Source: an optimization exercise on an open RTL-to-GDS flow (aim: small area). Production flows keep margins and buffers that such runs may drop. In this exercise RTL edits were held to simulation tests only and were not proved equivalent to the original. Power is estimated from default activity; no workload was simulated.

[design/flow/flow/run.sh]
#!/bin/bash
# Standard layout (standard.sh), with these changes:
#  - synthesis (flow/synth_recipe_area.tcl) maps the combinational logic for
#    area: adders extracted only in the adder module, and the best of a set
#    of area-oriented ABC scripts; registers are inferred exactly as in the
#    standard synthesis;
#  - the port buffers use the smallest buffer cell;
#  - clock tree: small clock buffers, small sink clusters, no dummy loads.
# Each tool's log is in orfs/logs/; make's output is in standard.log.
set -euo pipefail
W=$PWD
export BUFFER_PORTS_ARGS="-buffer_cell sky130_fd_sc_hd__buf_1"
export CTS_ARGS="-sink_clustering_enable -repair_clock_nets -dont_use_dummy_load -buf_list {sky130_fd_sc_hd__clkbuf_4 sky130_fd_sc_hd__clkbuf_8} -sink_clustering_size 10"
sed "s#SYNTH_SCRIPT=[^ ]*synth_recipe.tcl#SYNTH_SCRIPT=$W/flow/synth_recipe_area.tcl#" standard.sh > my_standard.sh
grep -q "synth_recipe_area.tcl" my_standard.sh
bash my_standard.sh > standard.log 2>&1
[design/flow/flow/synth_recipe_area.tcl]
# The standard flow's synthesis script (synth_recipe.tcl) with changes to the
# combinational mapping only:
#  - full/half adders are extracted only inside the tsf_add adder module,
#    which is kept as its own module until the final flatten;
#  - ABC maps for area: a set of area-oriented scripts (written to the
#    results folder) is tried on the same netlist and the mapping with the
#    smallest cell area is kept.
# Registers are inferred and mapped exactly as in the standard synthesis.
set ::my_first_synth 1
proc synth {args} {
  if { $::my_first_synth } {
    set ::my_first_synth 0
    yosys setattr -mod -set keep_hierarchy 1 tsf_add
  }
  yosys synth -nofsm -noshare {*}$args
}
proc extract_fa {args} { yosys extract_fa {*}$args tsf_add }
# ABC scripts tried: every combination of these pre-passes, choice passes
# and mapping passes
set ::my_abc_pre {
  {strash; balance; dc2}
  {strash; dc2}
  {strash; balance; dc2; balance; dc2}
  {strash; balance; drw; dc2}
  {strash; balance; dc2; dch}
  {}
  {strash; dc2; balance; dc2}
  {strash; balance; rewrite; refactor; balance}
}
set ::my_abc_mid {{&dch} {&dch -f} {&dc2; &dch} {&dch -r}}
set ::my_abc_map {{&nf -R 1000} {&nf -R 1000 -p} {&nf -R 2000 -F 20}}

proc abc {args} {
  set i [lsearch -exact $args -script]
  set libs {}
  foreach lib $::env(LIB_FILES) { lappend libs -liberty $lib }
  yosys design -save my_pre_abc
  set best_area ""
  set best_scr ""
  set n 0
  foreach pre $::my_abc_pre {
    foreach mid $::my_abc_mid {
      foreach map $::my_abc_map {
        incr n
        set scr [format "%s/my_abc_%03d.script" $::env(RESULTS_DIR) $n]
        set fp [open $scr w]
        foreach cmd [concat [split $pre ";"] {{&get -n} {&st}} [split $mid ";"] [list $map] {{&put} {topo}}] {
          set cmd [string trim $cmd]
          if { $cmd != "" } { puts $fp $cmd }
        }
        close $fp
        yosys design -load my_pre_abc
        lset args [expr {$i + 1}] $scr
        yosys abc {*}$args
        yosys tee -q -o $::env(RESULTS_DIR)/my_abc_stat.txt stat -top $::env(DESIGN_NAME) {*}$libs
        set fp [open $::env(RESULTS_DIR)/my_abc_stat.txt r]
        set txt [read $fp]
        close $fp
        set area ""
        regexp {Chip area for top module '[^']*': ([0-9.]+)} $txt -> area
        puts "my_abc: $scr area $area"
        if { $area != "" && ($best_area == "" || $area < $best_area) } {
          set best_area $area
          set best_scr $scr
          yosys design -save my_best_abc
        }
      }
    }
  }
  puts "my_abc: best $best_scr area $best_area"
  yosys design -load my_best_abc
}

source $::env(SCRIPTS_DIR)/synth.tcl
# left out here: clear keep_hierarchy, flatten, clean up, hide names made inside functions, write 1_2_yosys.v
[design/flow/standard.sh]
#!/bin/bash
# synth_recipe.tcl (not shown) runs the flow's synth.tcl, then flattens the netlist and writes it again
# the make line also repeats each setting of config.mk as NAME=value (left out here)
make -C /OpenROAD-flow-scripts/flow DESIGN_CONFIG=/design/flow/config.mk WORK_HOME=/design/flow/orfs CLKGATE_MAP_FILE= SYNTH_SCRIPT=/design/flow/synth_recipe.tcl "${@:-finish}"
[design/flow/config.mk]
export PLATFORM = sky130hd
export DESIGN_NAME = touch_sample_filter
export DESIGN_NICKNAME = touch_sample_filter
export VERILOG_FILES = /design/flow/design.v
export SDC_FILE = /design/flow/constraint.sdc
export NUM_CORES = 4
export LEC_CHECK = 0
export CAP_MARGIN = 20
export CORE_MARGIN = 2
export CORE_UTILIZATION = 40
export SLEW_MARGIN = 20
[design/flow/constraint.sdc]
create_clock -name core_clock -period 12.0 [get_ports {clk}]
set_input_delay 2.4000 -clock core_clock [delete_from_list [all_inputs] [get_ports {clk}]]
set_output_delay 2.4000 -clock core_clock [all_outputs]
set_load 0.01 [all_outputs]
[design/flow/design.v]
package tsf_pkg;
	localparam int unsigned ADC_W    = 12;
	localparam int unsigned PRESS_W  = 13;
	localparam int unsigned TIME_W   = 32;
	localparam int unsigned IVAL_W   = 8;
	localparam int unsigned CFG_IDX_W  = 2;
	localparam int unsigned CFG_DATA_W = 13;
	localparam logic [ADC_W-1:0] FULL_SCALE = 12'd4095;
	localparam logic [CFG_IDX_W-1:0] REG_ORIENTATION  = 2'd0;
	localparam logic [CFG_IDX_W-1:0] REG_PRESS_THRESH = 2'd1;
	localparam logic [CFG_IDX_W-1:0] REG_MIN_INTERVAL = 2'd2;
	typedef enum logic [1:0] {
		ORIENT_SWAP_INV_X = 2'd0,
		ORIENT_IDENTITY   = 2'd1,
		ORIENT_SWAP_INV_Y = 2'd2,
		ORIENT_INV_BOTH   = 2'd3
	} orient_t;
	localparam orient_t            RST_ORIENTATION  = ORIENT_IDENTITY;
	localparam logic [PRESS_W-1:0] RST_PRESS_THRESH = 13'd400;
	localparam logic [IVAL_W-1:0]  RST_MIN_INTERVAL = 8'd3;
	localparam logic [TIME_W-1:0]  RST_LAST_GOOD    = 32'h8000_0000;
	typedef struct packed {
		logic [ADC_W-1:0] first;
		logic [ADC_W-1:0] second;
		logic [ADC_W-1:0] third;
	} axis_set_t;
endpackage
module tsf_add #(parameter int W = 12) (
	input  logic [W-1:0] x,
	input  logic [W-1:0] y,
	output logic [W:0]   s
);
	logic [W:0] c;
	assign c[0] = 1'b0;
	for (genvar i = 0; i < W; i++) begin : g_bit
		assign s[i]   = x[i] ^ y[i] ^ c[i];
		assign c[i+1] = (x[i] & y[i]) | ((x[i] ^ y[i]) & c[i]);
	end
	assign s[W] = c[W];
endmodule
module tsf_cmp #(parameter int W = 12) (
	input  logic [W-1:0] x,
	input  logic [W-1:0] y,
	input  logic         cin,
	output logic         ge
);
	logic [W:0] c;
	assign c[0] = cin;
	for (genvar i = 0; i < W; i++) begin : g_bit
		assign c[i+1] = (x[i] & ~y[i]) | (~(x[i] ^ y[i]) & c[i]);
	end
	assign ge = c[W];
endmodule
module tsf_pair_lane
(
	input  tsf_pkg::axis_set_t        readings,
	output logic [tsf_pkg::ADC_W-1:0] m_ab,
	output logic [tsf_pkg::ADC_W-1:0] m_ac,
	output logic [tsf_pkg::ADC_W-1:0] m_bc,
	output logic                      sel_ab,
	output logic                      sel_ac,
	output logic                      sel_bc
);
	logic [11:0] a, b, c;
	logic [12:0] s_ab, s_ac, s_bc;
	logic        lt_a, lt_b, lt_c, gt_a, gt_b, gt_c;
	logic        n_a, n_b, n_c, twos;
	assign a = readings.first;
	assign b = readings.second;
	assign c = readings.third;
	tsf_add u_s_ab (.x(a), .y(b), .s(s_ab));
	tsf_add u_s_ac (.x(a), .y(c), .s(s_ac));
	tsf_add u_s_bc (.x(b), .y(c), .s(s_bc));
	tsf_cmp u_gt_a (.x(a), .y(s_bc[12:1]), .cin(1'b0), .ge(gt_a));
	tsf_cmp u_lt_a (.x(s_bc[12:1]), .y(a), .cin(s_bc[0]), .ge(lt_a));
	tsf_cmp u_gt_b (.x(b), .y(s_ac[12:1]), .cin(1'b0), .ge(gt_b));
	tsf_cmp u_lt_b (.x(s_ac[12:1]), .y(b), .cin(s_ac[0]), .ge(lt_b));
	tsf_cmp u_gt_c (.x(c), .y(s_ab[12:1]), .cin(1'b0), .ge(gt_c));
	tsf_cmp u_lt_c (.x(s_ab[12:1]), .y(c), .cin(s_ab[0]), .ge(lt_c));
	assign n_a  = !lt_a && !gt_a;
	assign n_b  = !lt_b && !gt_b;
	assign n_c  = !lt_c && !gt_c;
	assign twos = (lt_a && lt_b) || (lt_a && lt_c) || (lt_b && lt_c) ||
	              (gt_a && gt_b) || (gt_a && gt_c) || (gt_b && gt_c);
	assign sel_ab = (lt_a && lt_b) || (gt_a && gt_b) || (!twos && (n_a || n_b));
	assign sel_ac = (lt_a && lt_c) || (gt_a && gt_c) || (!twos && n_c);
	assign sel_bc = (lt_b && lt_c) || (gt_b && gt_c);
	assign m_ab = s_ab[12:1];
	assign m_ac = s_ac[12:1];
	assign m_bc = s_bc[12:1];
endmodule
module touch_sample_filter
(
	input  logic                  clk,
	input  logic                  arst_n,
	input  logic                  cfg_we,
	input  logic [tsf_pkg::CFG_IDX_W-1:0]  cfg_index,
	input  logic [tsf_pkg::CFG_DATA_W-1:0] cfg_wdata,
	input  logic                  in_valid,
	output logic                  in_ready,
	input  logic [tsf_pkg::TIME_W-1:0]     now_ms,
	input  logic [tsf_pkg::ADC_W-1:0]      press_a,
	input  logic [tsf_pkg::ADC_W-1:0]      press_b,
	input  logic [tsf_pkg::ADC_W-1:0]      x_first,
	input  logic [tsf_pkg::ADC_W-1:0]      x_second,
	input  logic [tsf_pkg::ADC_W-1:0]      x_third,
	input  logic [tsf_pkg::ADC_W-1:0]      y_first,
	input  logic [tsf_pkg::ADC_W-1:0]      y_second,
	input  logic [tsf_pkg::ADC_W-1:0]      y_third,
	output logic                  out_valid,
	input  logic                  out_ready,
	output logic                  sampled,
	output logic                  touched,
	output logic [tsf_pkg::ADC_W-1:0]      pos_x,
	output logic [tsf_pkg::ADC_W-1:0]      pos_y,
	output logic [tsf_pkg::PRESS_W-1:0]    pressure
);
	logic [1:0]                    orient_q;
	logic [tsf_pkg::PRESS_W-1:0]   thresh_q;
	logic [tsf_pkg::IVAL_W-1:0]    min_ival_q;
	logic [tsf_pkg::TIME_W-1:0]    last_good_q;
	logic [tsf_pkg::PRESS_W-1:0]   held_press_q;
	logic [tsf_pkg::ADC_W-1:0]     held_x_q;
	logic [tsf_pkg::ADC_W-1:0]     held_y_q;
	logic                          out_valid_q;
	logic                          sampled_q;
	logic                          touched_q;
	logic                          in_fire;
	logic                          pass;
	logic [tsf_pkg::PRESS_W-1:0]   z_val;
	logic                          light;
	logic [tsf_pkg::ADC_W-1:0]     rot_x;
	logic [tsf_pkg::ADC_W-1:0]     rot_y;
	always_ff @(posedge clk or negedge arst_n) begin
		if (!arst_n) begin
			orient_q   <= tsf_pkg::RST_ORIENTATION;
			thresh_q   <= tsf_pkg::RST_PRESS_THRESH;
			min_ival_q <= tsf_pkg::RST_MIN_INTERVAL;
		end else if (cfg_we) begin
			unique case (cfg_index)
				tsf_pkg::REG_ORIENTATION:  orient_q   <= cfg_wdata[1:0];
				tsf_pkg::REG_PRESS_THRESH: thresh_q   <= cfg_wdata[tsf_pkg::PRESS_W-1:0];
				tsf_pkg::REG_MIN_INTERVAL: min_ival_q <= cfg_wdata[tsf_pkg::IVAL_W-1:0];
				default: ;
			endcase
		end
	end
	logic fresh_q;
	always_ff @(posedge clk or negedge arst_n) begin
		if (!arst_n) begin
			fresh_q <= 1'b1;
		end else begin
			fresh_q <= 1'b0;
		end
	end
	assign in_ready = !out_valid_q || out_ready;
	assign in_fire  = in_valid && in_ready;
	localparam int unsigned LO = tsf_pkg::IVAL_W;
	localparam int unsigned HI = tsf_pkg::TIME_W;
	logic [LO:0]     el_b;
	logic [LO-1:0]   el_lo;
	logic [HI-1:LO]  el_zbit;
	logic            el_hi_zero;
	logic            el_lo_ge;
	assign el_b[0] = 1'b0;
	for (genvar i = 0; i < LO; i++) begin : g_el_lo
		assign el_lo[i]  = now_ms[i] ^ last_good_q[i] ^ el_b[i];
		assign el_b[i+1] = (~now_ms[i] & last_good_q[i]) | (~(now_ms[i] ^ last_good_q[i]) & el_b[i]);
	end
	assign el_zbit[LO] = ~(now_ms[LO] ^ last_good_q[LO] ^ el_b[LO]);
	for (genvar i = LO + 1; i < HI; i++) begin : g_el_hi
		assign el_zbit[i] = (now_ms[i] ^ last_good_q[i]) ^ (now_ms[i-1] | ~last_good_q[i-1]);
	end
	assign el_hi_zero = &el_zbit;
	tsf_cmp #(LO) u_ival (.x(el_lo), .y(min_ival_q), .cin(1'b1), .ge(el_lo_ge));
	assign pass = !el_hi_zero || el_lo_ge;
	logic [tsf_pkg::PRESS_W-1:0]   cmp_press;
	logic                          press_ge;
	tsf_add u_z (.x(press_a), .y(~press_b), .s(z_val));
	logic [tsf_pkg::PRESS_W-1:0]   held_press_now;
	assign held_press_now = fresh_q ? '0 : held_press_q;
	assign cmp_press = pass ? z_val : held_press_now;
	tsf_cmp #(tsf_pkg::PRESS_W) u_thresh (.x(cmp_press), .y(thresh_q), .cin(1'b1), .ge(press_ge));
	assign light = !press_ge;
	logic [tsf_pkg::ADC_W-1:0]     mx_ab, mx_ac, mx_bc, my_ab, my_ac, my_bc;
	logic                          sx_ab, sx_ac, sx_bc, sy_ab, sy_ac, sy_bc;
	tsf_pair_lane u_lane_x (
		.readings ({x_first, x_second, x_third}),
		.m_ab     (mx_ab),
		.m_ac     (mx_ac),
		.m_bc     (mx_bc),
		.sel_ab   (sx_ab),
		.sel_ac   (sx_ac),
		.sel_bc   (sx_bc)
	);
	tsf_pair_lane u_lane_y (
		.readings ({y_first, y_second, y_third}),
		.m_ab     (my_ab),
		.m_ac     (my_ac),
		.m_bc     (my_bc),
		.sel_ab   (sy_ab),
		.sel_ac   (sy_ac),
		.sel_bc   (sy_bc)
	);
	logic swap, inv_x, inv_y;
	assign swap  = !orient_q[0];
	assign inv_x = orient_q[0] ~^ orient_q[1];
	assign inv_y = orient_q[1];
	logic ld_xy;
	assign ld_xy = in_fire && pass && !light;
	logic [tsf_pkg::ADC_W-1:0] mean_x, mean_y;
	assign mean_x = ({tsf_pkg::ADC_W{sx_ab}} & mx_ab) | ({tsf_pkg::ADC_W{sx_ac}} & mx_ac) |
	                ({tsf_pkg::ADC_W{sx_bc}} & mx_bc);
	assign mean_y = ({tsf_pkg::ADC_W{sy_ab}} & my_ab) | ({tsf_pkg::ADC_W{sy_ac}} & my_ac) |
	                ({tsf_pkg::ADC_W{sy_bc}} & my_bc);
	assign rot_x = {tsf_pkg::ADC_W{inv_x && ld_xy}} ^
		(({tsf_pkg::ADC_W{!swap && ld_xy}} & mean_x) |
		 ({tsf_pkg::ADC_W{ swap && ld_xy}} & mean_y) |
		 ({tsf_pkg::ADC_W{!ld_xy && !fresh_q}} & held_x_q));
	assign rot_y = {tsf_pkg::ADC_W{inv_y && ld_xy}} ^
		(({tsf_pkg::ADC_W{!swap && ld_xy}} & mean_y) |
		 ({tsf_pkg::ADC_W{ swap && ld_xy}} & mean_x) |
		 ({tsf_pkg::ADC_W{!ld_xy && !fresh_q}} & held_y_q));
	always_ff @(posedge clk) begin
		if (in_fire && pass) begin
			held_press_q <= light ? '0 : z_val;
		end else begin
			held_press_q <= held_press_now;
		end
	end
	always_ff @(posedge clk or negedge arst_n) begin
		if (!arst_n) begin
			last_good_q <= tsf_pkg::RST_LAST_GOOD;
		end else if (ld_xy) begin
			last_good_q <= now_ms;
		end
	end
	always_ff @(posedge clk) begin
		held_x_q <= rot_x;
		held_y_q <= rot_y;
	end
	always_ff @(posedge clk or negedge arst_n) begin
		if (!arst_n) begin
			out_valid_q <= 1'b0;
		end else if (in_fire) begin
			out_valid_q <= 1'b1;
		end else if (out_ready) begin
			out_valid_q <= 1'b0;
		end
	end
	always_ff @(posedge clk) begin
		if (in_fire) begin
			sampled_q <= pass;
			touched_q <= press_ge;
		end
	end
	assign out_valid = out_valid_q;
	assign sampled   = sampled_q;
	assign touched   = touched_q;
	assign pos_x     = held_x_q;
	assign pos_y     = held_y_q;
	assign pressure  = held_press_q;
endmodule
==> results.yml, run 1 <==
status:
  outcome: "complete, no violations"
global_route:
  grt_usage: 0.210
  grt_max_degree: 58
  antenna_found_initial: 0
  grt_pass1_vias: 7080
  grt_pass1_wl_um: 34600
  overflow: 0
setup_path:
  cp_num_buf_inv: 4
  crit_path_frequent_cell: "fa_1"
  crit_type: "input port to flop"
  start_kind: "input port"
  arrival_ns: 9.94
  crit_slowest_cell: "a222oi_1"
  worst-path-max-fanout: 12
  end_kind: "flop"
  slowest_delay_ns: 0.68
  crit_family: "adder cells"
  critPathRequiredTime_ns: 12.28
sta:
  period_share: 0.805
  worst_pin_slew_ns: 1.06
  rsz0062_at_grt: "no"
  holdWs_ns: 0.470
  final.min_clock_period_ns: 9.66
  drv_slew: 0
  finClkSkew_ns: 0.0462
  setup_viol_count_final: 0
  max_slew_margin: 0.277
  fmax_ghz: 0.104
  tns_ns: 0
  finalHoldViolCount: 0
power_and_ir_drop:
  vdd_drop_max_mv: 0.122
  clkPwrFrac: 0.122
  p_leak_nw: 3.28
  seqPwrFrac: 0.356
  p_per_area_mw_per_mm2: 156
  swShare: 0.430
  p_int_mw: 0.814
  finalPower_mw: 1.43
  pwr-share-comb: 0.522
  p_sw_mw: 0.613
yosys:
  yosys.area.top_type: "fa_1"
  postSynthCellCount: 850
  synth_edf_count: 2
  synth_top_area_share: 0.195
  dominantRegCellSynth: "dfrtp_1"
  ys_async_sr_fraction: 0.594
  synth-seq-cells: 96
  synth_nets: 1082
  synth_area_sq_mm: 0.00792
  synth_cell_types: 47
  synth.area.top_cells: "fa_1 (19%), dfrtp_1 (15%), dfxtp_1 (9.4%)"
  seq_area_frac_synth: 0.283
  ys.warnings.count: 1
  syn_avg_cell_area_sq_um: 9.31
worst_hold_path:
  worst_hold_path_type: "flop to flop"
routing:
  drtPass1Iterations: 7
  drc: 0
  via_per_inst: 5.41
  wl_per_cell_um: 16.5
  routed_wl_um: 21800
  dr_total_vias: 7141
  drtIter0Drc: 437
  antenna_left: 0
die:
  num_io_pins: 189
  die_w_um: 145
  die_h_um: 145
  die_area_sq_mm: 0.0209
  start_util: 0.407
  core_sq_mm: 0.0195
  num_rows: 51
finish:
  stdcell_count: 1320
  syn_to_final_growth_pct: 15.6
  fill_cells: 1943
  antenna_cells: 0
  nets: 1289
  drive_gt1_frac: 0.0275
clock_network:
  clock-sinks: 96
  postCtsSetupBuffers: 0
  h-tree-depth: 3
  cts_tree: "yes"
  insertion_delay_ns: 0.39
  cts_resized: 0
  holdBufCountCts: 0
  clock_path_buffers: 2
  root_buffer: "clkbuf_8"
  clkTransAtPathRegs_ns: 0.09
  cts_made_buffers: 9
place:
  dp_cells: 1311
  gp_congestion: 0.891
  hpwl_um: 17700
  portBuffers: 188
run:
  cap_violations: 0
-- power by group through the flow --
| stage | registers, mW | logic (mW) | clock network, mW |
|---|---|---|---|
| after floorplan | 0.518 | 0.501 | 0 |
| after global placement | 0.512 | 0.732 | 0 |
| after detailed placement | 0.513 | 0.743 | 0 |
| after CTS | 0.507 | 0.747 | 0.183 |
| after global routing | 0.520 | 0.836 | 0.193 |
| final | 0.508 | 0.744 | 0.174 |
-- sequential cells by signal (all words and copies together), names as in the netlist --
register / flops
out_valid_q: 1
last_good_q: 32
fresh_q: 1
touched_q: 1
min_ival_q: 8
thresh_q: 13
sampled_q: 1
held_press_q: 13
held_y_q: 12
orient_q: 2
held_x_q: 12
-- per-stage QoR --
stage | util | area [sq um] | worst slack (ns)
6_report | 0.470 | 9150 | 2.34
3_3_place_gp | 0.464 | 9030 | 2.21
5_1_grt | 0.470 | 9150 | 1.84
2_1_floorplan | - | 7920 | 0.292
4_1_cts | 0.470 | 9150 | 2.48
3_5_place_dp | 0.464 | 9030 | 2.11
-- cell usage in the layout, fill, tap and decap left out, types with 22 or more instances in the layout --
cell,synthesis,layout
mux2_1,23,23
nor2b_1,22,22
xnor2_1,35,35
fa_1,77,77
a21oi_1,54,54
buf_1,0,187
nor2_1,31,31
o21ai_0,44,43
clkinv_1,142,142
dfrtp_1,49,49
o22ai_1,48,48
nand2_1,79,79
a222oi_1,31,31
dfxtp_1,37,37
-- worst paths after layout --
path	end	slack (ns)	cells past startpoint	from
worst max-delay path	held_y_q[11]$_DFF_P_	2.34	27	y_second[0]
worst min-delay path	last_good_q[31]$_DFFE_PN1N_	0.47	2	last_good_q[31]$_DFFE_PN1N_
worst max register to register	held_x_q[8]$_DFF_P_	4.19	30	last_good_q[1]$_DFFE_PN0N_
worst min register to register	last_good_q[31]$_DFFE_PN1N_	0.47	2	last_good_q[31]$_DFFE_PN1N_
max in group asynchronous	thresh_q[0]$_DFFE_PN0P_	9.29	2	arst_n
min in group asynchronous	last_good_q[21]$_DFFE_PN0N_	2.15	2	arst_n
-- logic make-up (layout without fill, tap and decap cells) --
logic type	count (synthesis)	in the layout	synth area share
fa+ha+maj	96	96	0.221
other cells	1	1	0.000474
buf+inv	142	347	0.0673
xor+xnor	52	52	0.0575
flops	96	96	0.283
simple gates	169	169	0.0963
mux	38	38	0.0517
compound gates	256	256	0.223
-- Yosys cell counts, drive strengths merged, types with 7 or more instances --
master,n
o221ai,16
ha,7
xor2,17
a22o,12
a22oi,18
xnor2,35
dfstp,8
a222oi,31
nor2,31
a2bb2oi,8
maj3,12
nor3,12
mux2i,15
clkinv,142
nand3,9
o21ai,44
nand2,79
a21oi,54
dfxtp,37
dfrtp,49
mux2,23
o22ai,48
nor2b,22
fa,77
-- worst register-to-register path, delay by kind of cell (launching register included) --
kind                       cells  cell delay, ns
xor gates and xnor gates       3            0.56
muxes                          2            1.17
buffers and inverters          3            0.48
adders and majority gates      7            2.76
DFF                            1            0.42
AOI/OAI and AO/OA             11            1.32
and+or+nand+nor                4            0.91
-- modules after synthesis, one instance, submodules excluded --
module / cell area (sq um) / cells inside / flops+latches / copies in the design
touch_sample_filter: 6150 / 731 / 96 / 1
tsf_add: 251 / 17 / 0 / 7
-- cell type report --
cell class	instances	area [sq um]	area share
tap	265	332	0.0362
clock buffer	9	124	0.0135
inverter	142	533	0.0582
multi-input combinational	612	5160	0.564
sequential	96	2240	0.244
timing repair buffer	196	767	0.0838
-- metal layers --
metal	share of wire	track usage	vias to the layer above	wire, um
li1	-	-	3462	-
met1	0.44	0.276	3395	9670
met2	0.47	0.359	261	10200
met3	0.076	0.0454	23	1660
met4	0.015	0.0419	0	327
met5	0	0	-	0
==> run 2, diff against run 1 <==
--- a/design/flow/flow/run.sh
+++ b/design/flow/flow/run.sh
@@ -12,3 +12,3 @@
 export BUFFER_PORTS_ARGS="-buffer_cell sky130_fd_sc_hd__buf_1"
-export CTS_ARGS="-sink_clustering_enable -repair_clock_nets -dont_use_dummy_load -buf_list {sky130_fd_sc_hd__clkbuf_4 sky130_fd_sc_hd__clkbuf_8} -sink_clustering_size 10"
+export CTS_ARGS="-sink_clustering_enable -repair_clock_nets -dont_use_dummy_load -buf_list {sky130_fd_sc_hd__clkbuf_8}"
 sed "s#SYNTH_SCRIPT=[^ ]*synth_recipe.tcl#SYNTH_SCRIPT=$W/flow/synth_recipe_area.tcl#" standard.sh > my_standard.sh
==> run 2 against run 1 <==
  * Global-route usage is the same
  * Core utilization stayed put
  * Sequential power hardly changed
  * Critical path type unchanged
  * Hold slack did not move
  * Routed wire length is the same
  * Sequential share of layout area did not move
  * First-iteration DRC count unchanged
==> results.yml, run 2 <==
routing:
  dr_total_vias: 7141
  antenna_left: 0
  wl_per_cell_um: 16.5
  drtPass1Iterations: 7
  via_per_inst: 5.41
  drtIter0Drc: 437
  drc: 0
  routed_wl_um: 21800
clock_network:
  insertion_delay_ns: 0.39
  cts_resized: 0
  root_buffer: "clkbuf_8"
  clkTransAtPathRegs_ns: 0.09
  holdBufCountCts: 0
  clock_path_buffers: 2
  cts_made_buffers: 9
  postCtsSetupBuffers: 0
  clock-sinks: 96
  cts_tree: "yes"
  h-tree-depth: 3
die:
  num_rows: 51
  start_util: 0.407
  die_w_um: 145
  die_area_sq_mm: 0.0209
  core_sq_mm: 0.0195
  num_io_pins: 189
  die_h_um: 145
yosys:
  synth-simple-area-share: 0.0963
  syn_avg_cell_area_sq_um: 9.31
  synth_cell_types: 47
  synth_top_area_share: 0.195
  synthMuxAreaShare: 0.0517
  synth_edf_count: 2
  synth_compound_area_frac: 0.223
  synth_top_family_by_area: "compound AO/OA/AOI/OAI gates"
  synthAdderAreaFrac: 0.221
  seq_area_frac_synth: 0.283
  synth_nets: 1082
  synth.area.top_cells: "fa_1 (19%), dfrtp_1 (15%), dfxtp_1 (9.4%)"
  yosys-top-cells-count: "clkinv_1 (142), nand2_1 (79), fa_1 (77)"
  dominantRegCellSynth: "dfrtp_1"
  synth_area_sq_mm: 0.00792
  ys.warnings.count: 1
  postSynthCellCount: 850
  yosysMostFrequentCell: "clkinv_1"
  synth_xor_area_frac: 0.0575
  yosys.area.top_type: "fa_1"
  ys_async_sr_fraction: 0.594
  synth-seq-cells: 96
finish:
  final_common_cell: "buf_1"
  regMostFlops: "last_good_q"
  largest_register_ffs: 32
  reg_top3: "last_good_q: 32 flops, held_press_q: 13 flops, thresh_q: 13 flops"
  fill_cells: 1943
  stdcell_count: 1320
  drive_gt1_frac: 0.0275
  nets: 1289
  antenna_cells: 0
  layout_common_cells: "buf_1 (187), clkinv_1 (142), nand2_1 (79)"
  syn_to_final_growth_pct: 15.6
setup_path:
  cp-endpoint: "held_y_q[11]$_DFF_P_"
  r2r-end: "held_x_q[8]$_DFF_P_"
  crit_start: "y_second[0]"
  crit_type: "input port to flop"
  start_kind: "input port"
  reg2reg_from: "last_good_q[1]$_DFFE_PN0N_"
  reg2reg_slack_ns: 4.19
  end_kind: "flop"
  critPathRequiredTime_ns: 12.28
  worst-path-max-fanout: 12
  arrival_ns: 9.94
  reg2reg_depth: 30
global_route:
  grt_usage: 0.210
  antenna_found_initial: 0
  grt_pass1_vias: 7080
  grt_max_degree: 58
  overflow: 0
  grt_pass1_wl_um: 34600
sta:
  worst_pin_slew_ns: 1.06
  drv_slew: 0
  final.min_clock_period_ns: 9.66
  tns_ns: 0
  max_slew_margin: 0.277
  setup_viol_count_final: 0
  period_share: 0.805
  rsz0062_at_grt: "no"
  fmax_ghz: 0.104
  finClkSkew_ns: 0.0462
  finalHoldViolCount: 0
place:
  gp_congestion: 0.891
  portBuffers: 188
  hpwl_um: 17700
  dp_cells: 1311
status:
  outcome: "complete, no violations"
power_and_ir_drop:
  p_per_area_mw_per_mm2: 156
  pwr-share-comb: 0.522
  p_sw_mw: 0.613
  clkPwrFrac: 0.122
  p_int_mw: 0.814
  seqPwrFrac: 0.356
  vdd_drop_max_mv: 0.122
  finalPower_mw: 1.43
  p_leak_nw: 3.28
  swShare: 0.430
run:
  cap_violations: 0
worst_hold_path:
  worst_hold_path_type: "flop to flop"
run 2: cell counts after synthesis:
No cell type changed its count.
run 2: power groups by stage:
stage | Combinational (mW) | Sequential (mW) | Clock (mW)
finish | 0.744 | 0.508 | 0.174
global route | 0.836 | 0.520 | 0.193
CTS | 0.747 | 0.507 | 0.183
detailed placement | 0.743 | 0.513 | 0
global placement | 0.732 | 0.512 | 0
floorplan | 0.501 | 0.518 | 0
run 2: kinds of logic (layout without fill, tap and decap cells):
logic type | count (synthesis) | count (layout)
other | 1 | 1
AND/OR/NAND/NOR | 169 | 169
multiplexers | 38 | 38
buffers and inverters | 142 | 347
AO/OA/AOI/OAI | 256 | 256
XOR/XNOR | 52 | 52
flip-flops | 96 | 96
adder cells (fa/ha/maj) | 96 | 96
run 2: per-module statistics from Yosys (local to each module, per instance):
| module | cell area (sq um) | cells |
|---|---|---|
| touch_sample_filter | 6150 | 731 |
| tsf_add | 251 | 17 |
run 2: through the flow:
step	area (sq um)	util	hold WS, ns	worst slack (ns)
after floorplan	7920	-	0.446	0.292
after global placement	9030	0.464	0.454	2.21
after detailed placement	9030	0.464	0.457	2.11
after CTS	9150	0.470	0.472	2.48
after global routing	9150	0.470	0.491	1.84
final	9150	0.470	0.470	2.34
run 2: how the worst min path moves through the flow:
stage | start | slack (ns) | endpoint | cells after the start
detailed placement | last_good_q[31]$_DFFE_PN1N_ | 0.46 | last_good_q[31]$_DFFE_PN1N_ | 2
floorplan | last_good_q[31]$_DFFE_PN1N_ | 0.45 | last_good_q[31]$_DFFE_PN1N_ | 2
finish | last_good_q[31]$_DFFE_PN1N_ | 0.47 | last_good_q[31]$_DFFE_PN1N_ | 2
global route | last_good_q[31]$_DFFE_PN1N_ | 0.49 | last_good_q[31]$_DFFE_PN1N_ | 2
global placement | last_good_q[31]$_DFFE_PN1N_ | 0.45 | last_good_q[31]$_DFFE_PN1N_ | 2
CTS | last_good_q[31]$_DFFE_PN1N_ | 0.47 | last_good_q[31]$_DFFE_PN1N_ | 2
run 2: routing by layer:
metal / track usage / up-vias / wire length (um)
met3: 0.0454 / 23 / 1660
met2: 0.359 / 261 / 10200
met5: 0 / - / 0
met4: 0.0419 / 0 / 327
li1: - / 3462 / -
met1: 0.276 / 3395 / 9670
run 2: area by class of cell:
| class | count | area [sq um] | share of cell area |
|---|---|---|---|
| Timing Repair Buffer | 196 | 767 | 0.0838 |
| Sequential cell | 96 | 2240 | 0.244 |
| Clock buffer | 9 | 124 | 0.0135 |
| Inverter | 142 | 533 | 0.0582 |
| Multi-Input combinational cell | 612 | 5160 | 0.564 |
| Tap cell | 265 | 332 | 0.0362 |
run 2: worst max-delay path, cell delays in order:
cell and delay, ns:
buf_1 0.13, ha_1 0.23, fa_1 0.39, fa_1 0.39, fa_1 0.39, fa_1 0.38
fa_1 0.38, fa_1 0.39, fa_1 0.39, fa_1 0.39, fa_1 0.40, fa_1 0.39
clkinv_1 0.07, fa_1 0.41, clkinv_1 0.08, clkinv_1 0.08, o22ai_1 0.19, o22ai_1 0.11
a21oi_1 0.26, nor2_1 0.09, or3_1 0.36, o31ai_1 0.09, o21bai_1 0.36, a222oi_1 0.68
o22ai_1 0.18, a21oi_1 0.19, xor2_1 0.15
==> run 3, diff against run 2 <==
--- a/design/flow/flow/run.sh
+++ b/design/flow/flow/run.sh
@@ -12,3 +12,3 @@
 export BUFFER_PORTS_ARGS="-buffer_cell sky130_fd_sc_hd__buf_1"
-export CTS_ARGS="-sink_clustering_enable -repair_clock_nets -dont_use_dummy_load -buf_list {sky130_fd_sc_hd__clkbuf_8}"
+export CTS_ARGS="-sink_clustering_enable -repair_clock_nets -dont_use_dummy_load -buf_list {sky130_fd_sc_hd__clkbuf_8} -sink_clustering_size 8 -sink_clustering_max_diameter 30"
 sed "s#SYNTH_SCRIPT=[^ ]*synth_recipe.tcl#SYNTH_SCRIPT=$W/flow/synth_recipe_area.tcl#" standard.sh > my_standard.sh
==> run 3 against run 2 <==
  * Setup slack is the same
  * Power did not move
  * Sequential share of layout area did not move
  * Cell count did not move
  * Clock skew did not move
  * Non-clock buffer count did not move
  * Synthesized area stayed put
  * Global-route usage unchanged
  * Fmax stayed put
  * Count of clock-buffer cells in the layout stayed put
  * Via count stayed put
  * Critical path type unchanged
  * Largest cell class unchanged
==> results.yml, run 3 <==
finish:
  seq_area_sq_mm: 0.00224
  fill_cells: 1943
  final_common_cell: "buf_1"
  fin_area_sq_mm: 0.00915
  largest_register_ffs: 32
  drive_gt1_frac: 0.0275
  stdcell_count: 1320
  final_core_util: 0.470
  regMostFlops: "last_good_q"
  syn_to_final_growth_pct: 15.6
  antenna_cells: 0
  multi_input_area_sq_mm: 0.00516
  nets: 1289
  reg_top3: "last_good_q: 32 flops, held_press_q: 13 flops, thresh_q: 13 flops"
  layout_common_cells: "buf_1 (187), clkinv_1 (142), nand2_1 (79)"
routing:
  dr_total_vias: 7141
  wl_per_cell_um: 16.5
  drc: 0
  antenna_left: 0
  drtIter0Drc: 437
  routed_wl_um: 21800
  drtPass1Iterations: 7
  via_per_inst: 5.41
sta:
  finClkSkew_ns: 0.0462
  tns_ns: 0
  holdWs_ns: 0.470
  worst_pin_slew_ns: 1.06
  final.min_clock_period_ns: 9.66
  max_slew_margin: 0.277
  fmax_ghz: 0.104
  setup_viol_count_final: 0
  finalHoldViolCount: 0
  rsz0062_at_grt: "no"
  drv_slew: 0
  period_share: 0.805
clock_network:
  cts_resized: 0
  cts_made_buffers: 9
  cts_tree: "yes"
  clock-sinks: 96
  h-tree-depth: 3
  holdBufCountCts: 0
  insertion_delay_ns: 0.39
  clkTransAtPathRegs_ns: 0.09
  clock_path_buffers: 2
  root_buffer: "clkbuf_8"
  postCtsSetupBuffers: 0
die:
  num_io_pins: 189
  die_h_um: 145
  die_area_sq_mm: 0.0209
  die_w_um: 145
  start_util: 0.407
  core_sq_mm: 0.0195
  num_rows: 51
yosys:
  ys_async_sr_fraction: 0.594
  dominantRegCellSynth: "dfrtp_1"
  synth_nets: 1082
  ys.warnings.count: 1
  synth_edf_count: 2
  synth_top_area_share: 0.195
  yosysMostFrequentCell: "clkinv_1"
  synth_area_sq_mm: 0.00792
  synth-seq-cells: 96
  synth.area.top_cells: "fa_1 (19%), dfrtp_1 (15%), dfxtp_1 (9.4%)"
  seq_area_frac_synth: 0.283
  yosys.area.top_type: "fa_1"
  postSynthCellCount: 850
  synth_cell_types: 47
  syn_avg_cell_area_sq_um: 9.31
  yosys-top-cells-count: "clkinv_1 (142), nand2_1 (79), fa_1 (77)"
worst_hold_path:
  worst_hold_path_type: "flop to flop"
  min_from: "last_good_q[31]$_DFFE_PN1N_"
  holdPathEnd: "last_good_q[31]$_DFFE_PN1N_"
  whs_path_depth: 2
place:
  placed_area_sq_mm: 0.00903
  portBuffers: 188
  dp_cells: 1311
  hpwl_um: 17700
  gp_congestion: 0.891
status:
  outcome: "complete, no violations"
global_route:
  grt_usage: 0.210
  grt_pass1_vias: 7080
  overflow: 0
  grt_max_degree: 58
  grt_pass1_wl_um: 34600
  antenna_found_initial: 0
setup_path:
  worst-path-max-fanout: 12
  arrival_ns: 9.94
  critPathRequiredTime_ns: 12.28
  reg2reg_slack_ns: 4.19
  reg2reg_from: "last_good_q[1]$_DFFE_PN0N_"
  reg2reg_depth: 30
  start_kind: "input port"
  r2r-end: "held_x_q[8]$_DFF_P_"
  end_kind: "flop"
  crit_type: "input port to flop"
power_and_ir_drop:
  p_leak_nw: 3.28
  vdd_drop_max_mv: 0.122
  p_per_area_mw_per_mm2: 156
run:
  cap_violations: 0
run 3: cell counts after synthesis:
Identical to the previous run, type by type.
run 3: modules after synthesis (local to each module, per instance):
| module | times used | flip-flops and latches | area [sq um] | cells inside |
|---|---|---|---|---|
| touch_sample_filter | 1 | 96 | 6150 | 731 |
| tsf_add | 7 | 0 | 251 | 17 |
run 3: cell type report:
type	instances	share of cell area
Multi-Input combinational cell	612	0.564
Sequential cell	96	0.244
Timing Repair Buffer	196	0.0838
Inverter	142	0.0582
Tap cell	265	0.0362
Clock buffer	9	0.0135
run 3: how the worst max path moves through the flow:
stage	startpoint	to	slack, ns	depth (start not counted)
6_report	y_second[0]	held_y_q[11]$_DFF_P_	2.34	27
5_1_grt	now_ms[1]	held_x_q[1]$_DFF_P_	1.84	32
4_1_cts	now_ms[1]	held_x_q[7]$_DFF_P_	2.48	31
3_5_place_dp	y_second[0]	held_x_q[11]$_DFF_P_	2.11	27
3_3_place_gp	y_second[0]	held_x_q[11]$_DFF_P_	2.21	27
2_1_floorplan	now_ms[1]	held_x_q[0]$_DFF_P_	0.29	29
run 3: worst max-delay path: stages:
cell and delay (ns):
buf_1 0.13, ha_1 0.23, fa_1 0.39, fa_1 0.39
fa_1 0.39, fa_1 0.38, fa_1 0.38, fa_1 0.39
fa_1 0.39, fa_1 0.39, fa_1 0.40, fa_1 0.39
clkinv_1 0.07, fa_1 0.41, clkinv_1 0.08, clkinv_1 0.08
o22ai_1 0.19, o22ai_1 0.11, a21oi_1 0.26, nor2_1 0.09
or3_1 0.36, o31ai_1 0.09, o21bai_1 0.36, a222oi_1 0.68
o22ai_1 0.18, a21oi_1 0.19, xor2_1 0.15
run 3: per-stage QoR:
stage                     power [mW]  setup slack [ns]
after CTS                       1.44              2.48
after global routing            1.55              1.84
after floorplan                 1.02             0.292
after detailed placement        1.26              2.11
after global placement          1.24              2.21
final                           1.43              2.34
run 3: cells by family (layout without fill, tap and decap cells):
| logic type | count (synthesis) | in the layout | share of synthesized area |
|---|---|---|---|
| other | 1 | 1 | 0.000474 |
| flip-flops | 96 | 96 | 0.283 |
| AND/OR/NAND/NOR | 169 | 169 | 0.0963 |
| XOR/XNOR | 52 | 52 | 0.0575 |
| AO/OA/AOI/OAI | 256 | 256 | 0.223 |
| adder cells (fa/ha/maj) | 96 | 96 | 0.221 |
| multiplexers | 38 | 38 | 0.0517 |
| buffers and inverters | 142 | 347 | 0.0673 |
run 3: power breakdown:
| group | total, mW | leakage (nW) | internal [mW] | switching (mW) |
|---|---|---|---|---|
| clock | 0.174 | 0.0647 | 0.0676 | 0.107 |
| sequential | 0.508 | 0.987 | 0.434 | 0.0737 |
| combinational | 0.744 | 2.23 | 0.312 | 0.432 |
run 3: layer usage:
metal  part of all wire  track usage  up-vias  wire length, um
met5                  0            0        -                0
met4              0.015       0.0419        0              327
met3              0.076       0.0454       23             1660
met2               0.47        0.359      261            10200
met1               0.44        0.276     3395             9670
li1                   -            -     3462                -
==> run 4, diff against run 3 <==
--- a/design/flow/design.v
+++ b/design/flow/design.v
@@ -133,16 +133,2 @@
 	logic [tsf_pkg::ADC_W-1:0]     rot_y;
-	always_ff @(posedge clk or negedge arst_n) begin
-		if (!arst_n) begin
-			orient_q   <= tsf_pkg::RST_ORIENTATION;
-			thresh_q   <= tsf_pkg::RST_PRESS_THRESH;
-			min_ival_q <= tsf_pkg::RST_MIN_INTERVAL;
-		end else if (cfg_we) begin
-			unique case (cfg_index)
-				tsf_pkg::REG_ORIENTATION:  orient_q   <= cfg_wdata[1:0];
-				tsf_pkg::REG_PRESS_THRESH: thresh_q   <= cfg_wdata[tsf_pkg::PRESS_W-1:0];
-				tsf_pkg::REG_MIN_INTERVAL: min_ival_q <= cfg_wdata[tsf_pkg::IVAL_W-1:0];
-				default: ;
-			endcase
-		end
-	end
 	logic fresh_q;
@@ -153,2 +139,21 @@
 			fresh_q <= 1'b0;
+		end
+	end
+	logic [1:0]                    orient_r;
+	logic [tsf_pkg::PRESS_W-1:0]   thresh_r;
+	logic [tsf_pkg::IVAL_W-1:0]    min_ival_r;
+	assign orient_q   = fresh_q ? tsf_pkg::RST_ORIENTATION  : orient_r;
+	assign thresh_q   = fresh_q ? tsf_pkg::RST_PRESS_THRESH : thresh_r;
+	assign min_ival_q = fresh_q ? tsf_pkg::RST_MIN_INTERVAL : min_ival_r;
+	always_ff @(posedge clk) begin
+		orient_r   <= orient_q;
+		thresh_r   <= thresh_q;
+		min_ival_r <= min_ival_q;
+		if (cfg_we) begin
+			unique case (cfg_index)
+				tsf_pkg::REG_ORIENTATION:  orient_r   <= cfg_wdata[1:0];
+				tsf_pkg::REG_PRESS_THRESH: thresh_r   <= cfg_wdata[tsf_pkg::PRESS_W-1:0];
+				tsf_pkg::REG_MIN_INTERVAL: min_ival_r <= cfg_wdata[tsf_pkg::IVAL_W-1:0];
+				default: ;
+			endcase
 		end
--- a/design/flow/flow/run.sh
+++ b/design/flow/flow/run.sh
@@ -12,3 +12,3 @@
 export BUFFER_PORTS_ARGS="-buffer_cell sky130_fd_sc_hd__buf_1"
-export CTS_ARGS="-sink_clustering_enable -repair_clock_nets -dont_use_dummy_load -buf_list {sky130_fd_sc_hd__clkbuf_8} -sink_clustering_size 8 -sink_clustering_max_diameter 30"
+export CTS_ARGS="-sink_clustering_enable -repair_clock_nets -dont_use_dummy_load -buf_list {sky130_fd_sc_hd__clkbuf_4 sky130_fd_sc_hd__clkbuf_8} -sink_clustering_size 10"
 sed "s#SYNTH_SCRIPT=[^ ]*synth_recipe.tcl#SYNTH_SCRIPT=$W/flow/synth_recipe_area.tcl#" standard.sh > my_standard.sh
==> run 4 against run 3 <==
  * Still clean on timing, DRC and antenna
  * Clock power is essentially flat
  * Combinational power shrank about 20%
  * Hold slack gained 0.011 ns
  * Setup slack lost 0.42 ns
  * Routed wire length shrank 0.42%
  * Die area shrank 0.41%
  * Non-clock buffer count shrank 1
  * Via count grew 2.7%
  * Largest cell class unchanged
  * Highest routed layer unchanged
==> results.yml, run 4 <==
status:
  outcome: "complete, no violations"
yosys:
  synth-seq-cells: 96
  synth_area_sq_mm: 0.00788
  yosysMostFrequentCell: "clkinv_1"
  synth_nets: 1131
  synth.area.top_cells: "fa_1 (20%), dfxtp_1 (15%), dfrtp_1 (10%)"
  syn_avg_cell_area_sq_um: 8.77
  yosys.area.top_type: "fa_1"
  ys.warnings.count: 1
  postSynthCellCount: 899
  seq_area_frac_synth: 0.268
  yosys-top-cells-count: "clkinv_1 (163), a21oi_1 (93), fa_1 (77)"
  synth_cell_types: 42
  synth_edf_count: 2
  synth_top_area_share: 0.196
  dominantRegCellSynth: "dfxtp_1"
  ys_async_sr_fraction: 0.354
setup_path:
  reg2reg_depth: 28
  slowest_delay_ns: 0.74
  reg2reg_slack_ns: 4.91
  crit_type: "input port to flop"
  crit_path_frequent_cell: "fa_1"
  crit_slowest_cell: "o22ai_1"
  worst-path-max-fanout: 13
  reg2reg_from: "fresh_q$_DFF_PN1_"
  end_kind: "flop"
  arrival_ns: 10.29
  critPathRequiredTime_ns: 12.21
  r2r-end: "held_x_q[10]$_DFF_P_"
  start_kind: "input port"
finish:
  layout_common_cells: "buf_1 (187), clkinv_1 (163), a21oi_1 (92)"
  final_common_cell: "buf_1"
  nets: 1337
  largest_register_ffs: 32
  reg_top3: "last_good_q: 32 flops, held_press_q: 13 flops, thresh_r: 13 flops"
  antenna_cells: 0
  stdcell_count: 1368
  regMostFlops: "last_good_q"
  syn_to_final_growth_pct: 15.7
  drive_gt1_frac: 0.0199
  final_core_util: 0.470
clock_network:
  cts_resized: 0
  cts_made_buffers: 9
  holdBufCountCts: 0
  h-tree-depth: 3
  clkTransAtPathRegs_ns: 0.07
  root_buffer: "clkbuf_8"
  clock-sinks: 96
  cts_tree: "yes"
  postCtsSetupBuffers: 0
  clock_path_buffers: 2
  insertion_delay_ns: 0.38
place:
  portBuffers: 188
  dp_cells: 1359
  gp_congestion: 0.957
  dpl_worst_slack_ns: 1.49
  hpwl_um: 17600
worst_hold_path:
  whs_path_depth: 2
  holdPathEnd: "min_ival_r[2]$_DFF_P_"
  min_from: "min_ival_r[2]$_DFF_P_"
  worst_hold_path_type: "flop to flop"
power_and_ir_drop:
  p_per_area_mw_per_mm2: 131
  p_leak_nw: 3.20
  vdd_drop_max_mv: 0.0814
global_route:
  grt_max_degree: 60
  antenna_found_initial: 0
  overflow: 0
  grt_pass1_wl_um: 34100
  grt_usage: 0.209
  grt_pass1_vias: 6931
die:
  num_rows: 51
  die_w_um: 144
  die_area_sq_mm: 0.0208
  core_sq_mm: 0.0194
  num_io_pins: 189
  start_util: 0.406
  die_h_um: 144
sta:
  max_slew_margin: 0.360
  setup_viol_count_final: 0
  worst_pin_slew_ns: 0.960
  rsz0062_at_grt: "no"
  period_share: 0.840
  finClkSkew_ns: 0.0420
  drv_slew: 0
  fmax_ghz: 0.0992
  finalHoldViolCount: 0
  setup_ws_ns: 1.92
  holdWs_ns: 0.481
  tns_ns: 0
  final.min_clock_period_ns: 10.08
routing:
  dr_total_vias: 7336
  antenna_left: 0
  via_per_inst: 5.36
  routed_wl_um: 21700
  drtIter0Drc: 530
  drc: 0
  drtPass1Iterations: 6
  wl_per_cell_um: 15.9
run:
  cap_violations: 0
[run 4: changes by cell type after synthesis, sizes merged, moves of 12 or more]
| cell | before | now |
|---|---|---|
| a21oi | 54 | 93 |
| dfxtp | 37 | 60 |
| nor2 | 31 | 54 |
| nand2 | 79 | 57 |
| clkinv | 142 | 163 |
| dfrtp | 49 | 32 |
| mux2i | 15 | 0 |
| a22o | 12 | 0 |
[run 4: area by class of cell]
class | count | area (sq um)
clock buffers | 9 | 124
fillers | 2019 | 10300
inverters | 163 | 612
multi-input cells | 640 | 5170
flip-flops and latches | 96 | 2110
well taps | 265 | 332
repair buffers | 195 | 759
[run 4: critical path, delay by kind of cell]
kind	cells	cell delay, ns
fa+ha+maj	12	4.48
compound gates	8	2.47
simple gates	3	0.45
buf+inv	4	0.32
xor+xnor	1	0.16
[run 4: power breakdown]
group          switching, mW  total (mW)  internal [mW]
Combinational          0.356       0.594          0.238
Sequential            0.0428       0.430          0.387
Clock                  0.105       0.173         0.0676
[run 4: metal layers]
| layer | up-vias | part of all wire | track usage |
|---|---|---|---|
| li1 | 3619 | - | - |
| met1 | 3422 | 0.42 | 0.265 |
| met2 | 262 | 0.49 | 0.364 |
| met3 | 33 | 0.069 | 0.0414 |
| met4 | 0 | 0.021 | 0.0547 |
| met5 | - | 0 | 0 |
[run 4: how the worst max path moves through the flow]
stage,start,endpoint,slack [ns],cells past startpoint
3_5_place_dp,x_second[0],held_y_q[10]$_DFF_P_,1.49,28
3_3_place_gp,x_second[0],held_y_q[10]$_DFF_P_,1.66,28
4_1_cts,x_second[0],held_y_q[10]$_DFF_P_,1.87,28
5_1_grt,x_second[0],held_y_q[3]$_DFF_P_,1.41,27
6_report,x_second[0],held_y_q[9]$_DFF_P_,1.92,28
2_1_floorplan,press_b[0],held_x_q[11]$_DFF_P_,2.02,25
[run 4: metrics by stage]
step                total power [mW]  instance area, sq um
detailed placement              1.03                  8980
CTS                             1.20                  9100
floorplan                      0.832                  7880
global placement                1.02                  8980
finish                          1.20                  9120
global route                    1.30                  9120
[run 4: modules after synthesis, one instance, submodules excluded]
module / copies in the design / flops+latches / cells inside / cell area [sq um]
tsf_add: 7 / 0 / 17 / 251
touch_sample_filter: 1 / 96 / 780 / 6120
[run 4: logic make-up after synthesis]
kind of cell               after synthesis  synth area share
AOI/OAI and AO/OA                      304             0.254
xor gates and xnor gates                52            0.0578
adders and majority gates               92             0.217
buffers and inverters                  163            0.0776
DFF                                     96             0.268
muxes                                   19            0.0271
other                                    1          0.000476
and+or+nand+nor                        172            0.0976
==> run 5, diff against run 4 <==
--- a/design/flow/design.v
+++ b/design/flow/design.v
@@ -162,2 +162,4 @@
 	assign in_fire  = in_valid && in_ready;
+	logic [tsf_pkg::TIME_W-1:0]    last_good;
+	assign last_good = fresh_q ? tsf_pkg::RST_LAST_GOOD : last_good_q;
 	localparam int unsigned LO = tsf_pkg::IVAL_W;
@@ -171,8 +173,8 @@
 	for (genvar i = 0; i < LO; i++) begin : g_el_lo
-		assign el_lo[i]  = now_ms[i] ^ last_good_q[i] ^ el_b[i];
-		assign el_b[i+1] = (~now_ms[i] & last_good_q[i]) | (~(now_ms[i] ^ last_good_q[i]) & el_b[i]);
-	end
-	assign el_zbit[LO] = ~(now_ms[LO] ^ last_good_q[LO] ^ el_b[LO]);
+		assign el_lo[i]  = now_ms[i] ^ last_good[i] ^ el_b[i];
+		assign el_b[i+1] = (~now_ms[i] & last_good[i]) | (~(now_ms[i] ^ last_good[i]) & el_b[i]);
+	end
+	assign el_zbit[LO] = ~(now_ms[LO] ^ last_good[LO] ^ el_b[LO]);
 	for (genvar i = LO + 1; i < HI; i++) begin : g_el_hi
-		assign el_zbit[i] = (now_ms[i] ^ last_good_q[i]) ^ (now_ms[i-1] | ~last_good_q[i-1]);
+		assign el_zbit[i] = (now_ms[i] ^ last_good[i]) ^ (now_ms[i-1] | ~last_good[i-1]);
 	end
@@ -235,8 +237,4 @@
 	end
-	always_ff @(posedge clk or negedge arst_n) begin
-		if (!arst_n) begin
-			last_good_q <= tsf_pkg::RST_LAST_GOOD;
-		end else if (ld_xy) begin
-			last_good_q <= now_ms;
-		end
+	always_ff @(posedge clk) begin
+		last_good_q <= ld_xy ? now_ms : last_good;
 	end
==> run 5 against run 4 <==
  * Still clean on timing, DRC and antenna
  * Flip-flop and latch count is the same
  * Clock power is essentially flat
  * Count of clock-buffer cells in the layout stayed put
  * Synthesized cell count is 2.2% higher
  * Global-route usage rose by 0.79 points
  * Sequential power shrank 3%
  * Non-clock buffer count decreased by 1
  * Critical path depth unchanged
  * Routed wire length increased by 4.7%
  * Final area decreased by 0.54%
  * Synthesized area is 0.41% lower
  * Via count grew 2.5%
  * Critical path type unchanged
  * Largest power group unchanged
==> results.yml, run 5 <==
finish:
  multi_input_area_sq_mm: 0.00536
  fill_cells: 1986
  syn_to_final_growth_pct: 15.5
  regMostFlops: "last_good_q"
  layout_common_cells: "buf_1 (188), clkinv_1 (147), dfxtp_1 (92)"
  stdcell_count: 1387
  seq_area_sq_mm: 0.00195
  nets: 1356
  final_common_cell: "buf_1"
  reg_top3: "last_good_q: 32 flops, held_press_q: 13 flops, thresh_r: 13 flops"
  drive_gt1_frac: 0.0169
  largest_register_ffs: 32
  antenna_cells: 0
  final_core_util: 0.469
status:
  outcome: "complete, no violations"
clock_network:
  root_buffer: "clkbuf_8"
  clock-sinks: 96
  postCtsSetupBuffers: 0
  holdBufCountCts: 0
  cts_resized: 0
  clkTransAtPathRegs_ns: 0.07
  clock_path_buffers: 2
  insertion_delay_ns: 0.38
  cts_tree: "yes"
  h-tree-depth: 3
  cts_made_buffers: 9
setup_path:
  reg2reg_from: "fresh_q$_DFF_PN1_"
  end_kind: "flop"
  arrival_ns: 10.44
  reg2reg_depth: 32
  crit_type: "input port to flop"
  r2r-end: "held_x_q[10]$_DFF_P_"
  start_kind: "input port"
  reg2reg_slack_ns: 3.28
  critPathRequiredTime_ns: 12.23
  worst-path-max-fanout: 13
global_route:
  grt_pass1_vias: 7110
  grt_pass1_wl_um: 35000
  antenna_found_initial: 0
  grt_usage: 0.217
  overflow: 0
  grt_max_degree: 79
yosys:
  synth_cell_types: 44
  syn_avg_cell_area_sq_um: 8.54
  synth_edf_count: 2
  synth_nets: 1151
  ys_async_sr_fraction: 0.0208
  synthMuxAreaShare: 0.0156
  synth_compound_area_frac: 0.234
  seq_area_frac_synth: 0.249
  synth_xor_area_frac: 0.0904
  synth_top_family_by_area: "compound AO/OA/AOI/OAI gates"
  synth.area.top_cells: "dfxtp_1 (23%), fa_1 (20%), clkinv_1 (7.0%)"
  synth-simple-area-share: 0.118
  dominantRegCellSynth: "dfxtp_1"
  synth_area_sq_mm: 0.00785
  yosysMostFrequentCell: "clkinv_1"
  ys.warnings.count: 1
  yosys-top-cells-count: "clkinv_1 (147), dfxtp_1 (92), nor2_1 (90)"
  synth_top_area_share: 0.235
  yosys.area.top_type: "dfxtp_1"
  postSynthCellCount: 919
  synthAdderAreaFrac: 0.223
  synth-seq-cells: 96
worst_hold_path:
  whs_path_depth: 2
  min_from: "thresh_r[0]$_DFF_P_"
  holdPathEnd: "thresh_r[0]$_DFF_P_"
  worst_hold_path_type: "flop to flop"
sta:
  period_share: 0.851
  final.min_clock_period_ns: 10.21
  finClkSkew_ns: 0.0482
  setup_ws_ns: 1.79
  drv_slew: 0
  tns_ns: 0
  rsz0062_at_grt: "no"
  fmax_ghz: 0.0979
  worst_pin_slew_ns: 1.06
  setup_viol_count_final: 0
  max_slew_margin: 0.293
  finalHoldViolCount: 0
die:
  die_area_sq_mm: 0.0208
  core_sq_mm: 0.0193
  die_w_um: 144
  num_rows: 51
  die_h_um: 144
  start_util: 0.406
  num_io_pins: 189
routing:
  drtIter0Drc: 671
  via_per_inst: 5.42
  antenna_left: 0
  drc: 0
  dr_total_vias: 7522
  drtPass1Iterations: 8
  routed_wl_um: 22800
  wl_per_cell_um: 16.4
place:
  dpl_worst_slack_ns: 1.46
  gp_congestion: 0.993
  hpwl_um: 18200
  dp_cells: 1378
  portBuffers: 188
power_and_ir_drop:
  p_int_mw: 0.674
  pwr-share-comb: 0.490
  p_per_area_mw_per_mm2: 128
  finalPower_mw: 1.16
  p_leak_nw: 3.14
  clkPwrFrac: 0.150
  vdd_drop_max_mv: 0.0994
  seqPwrFrac: 0.359
  swShare: 0.419
  p_sw_mw: 0.486
run:
  cap_violations: 0
## run 5: changes by cell type after synthesis, moves of 6 or more
cell      before  now
a21oi_1       93   86
a22oi_1       17   11
clkinv_1     163  147
dfrtp_1       32    1
dfxtp_1       60   92
mux2_1        19   10
nand2_1       57   69
nand2b_1       8    2
nor2_1        54   90
o21ai_0       51   31
xnor2_1       26   63
xor2_1        26   18
## run 5: how the worst max path moves through the flow
stage,from,to,slack (ns),cells after the start
global route,x_second[0],held_y_q[6]$_DFF_P_,1.31,28
CTS,y_second[0],held_x_q[0]$_DFF_P_,1.85,28
detailed placement,y_second[0],held_x_q[0]$_DFF_P_,1.46,28
floorplan,press_b[0],held_y_q[10]$_DFF_P_,1.80,25
global placement,x_second[0],held_y_q[6]$_DFF_P_,1.45,28
finish,x_second[0],held_y_q[6]$_DFF_P_,1.79,28
## run 5: per-module statistics from Yosys (local to each module, per instance)
module               copies in the design  flip-flops and latches
tsf_add                                 7                       0
touch_sample_filter                     1                      96
## run 5: worst max-delay path: stages
cell and delay, ns:
buf_1 0.12, ha_1 0.22, fa_1 0.38, fa_1 0.39, fa_1 0.39, fa_1 0.39, fa_1 0.39, fa_1 0.38
fa_1 0.39, fa_1 0.39, fa_1 0.38, fa_1 0.38, clkinv_1 0.06, fa_1 0.40, clkinv_1 0.08, clkinv_1 0.07
o22ai_1 0.19, o22ai_1 0.11, a21oi_1 0.16, or2_0 0.23, nand2_1 0.13, o22ai_1 0.76, o21ai_1 0.54, a222oi_1 0.59
nor2_1 0.07, a21oi_1 0.14, o21ai_0 0.13, xor2_1 0.16
## run 5: kinds of logic (layout without fill, tap and decap cells)
| logic type | after synthesis | after routing |
|---|---|---|
| DFF | 96 | 96 |
| AOI/OAI and AO/OA | 272 | 272 |
| and+or+nand+nor | 215 | 215 |
| buffers and inverters | 147 | 350 |
| other | 1 | 1 |
| adders and majority gates | 96 | 96 |
| xor gates and xnor gates | 81 | 81 |
| muxes | 11 | 11 |
## run 5: layout make-up
| type | instances | area share |
|---|---|---|
| Timing Repair Buffer | 194 | 0.0828 |
| Multi-Input combinational cell | 676 | 0.591 |
| Inverter | 147 | 0.0609 |
| Clock buffer | 9 | 0.0137 |
| Sequential cell | 96 | 0.215 |
| Tap cell | 265 | 0.0366 |
## run 5: per-layer routing
layer / up-vias / GRT usage / part of all wire
met5: - / 0 / 0
met4: 0 / 0.0547 / 0.021
met3: 32 / 0.0354 / 0.058
met2: 276 / 0.388 / 0.49
met1: 3559 / 0.272 / 0.43
li1: 3655 / - / -
## run 5: power groups by stage
stage | Combinational (mW) | Sequential (mW) | Clock, mW
2_1_floorplan | 0.368 | 0.429 | 0
3_3_place_gp | 0.561 | 0.422 | 0
3_5_place_dp | 0.565 | 0.421 | 0
4_1_cts | 0.568 | 0.415 | 0.182
5_1_grt | 0.630 | 0.422 | 0.194
6_report | 0.569 | 0.417 | 0.174
## run 5: stage by stage
stage	hold WS, ns	cell area [sq um]
floorplan	0.444	7850
global placement	0.462	8940
detailed placement	0.463	8940
CTS	0.472	9070
global route	0.484	9070
finish	0.468	9070

==> separate check: timing with driven ports <==
In the flow no input, the clock included, has a driving cell. The finished layouts below were timed again as built, in two steps. Step 1 sets driving cells, clkbuf_16 on the clock port and buf_2 on the other inputs (assumed; they add their load-dependent delay and slew). Step 2 also shifts input and output timing later by t, the mid clock arrival at the registers, as if the neighbouring blocks saw the same clock. Three values: ideal ports, drivers, drivers and shift; two values: the first two.
| run | t (ns) | setup slack, ns | worst setup path at the end | worst data-port slew with drivers (ns) |
|---|---|---|---|---|
| run 1 | 0.398 | 2.339 / 2.354 / 1.956 | input to register | 0.06 |
| run 2 | 0.398 | 2.339 / 2.354 / 1.956 | input to register | 0.06 |
| run 3 | 0.398 | 2.339 / 2.354 / 1.956 | input to register | 0.06 |
| run 4 | 0.397 | 1.916 / 1.933 / 1.536 | input to register | 0.06 |
| run 5 | 0.396 | 1.789 / 1.806 / 1.410 | input to register | 0.07 |
After both steps setup and hold are still met in every run listed.
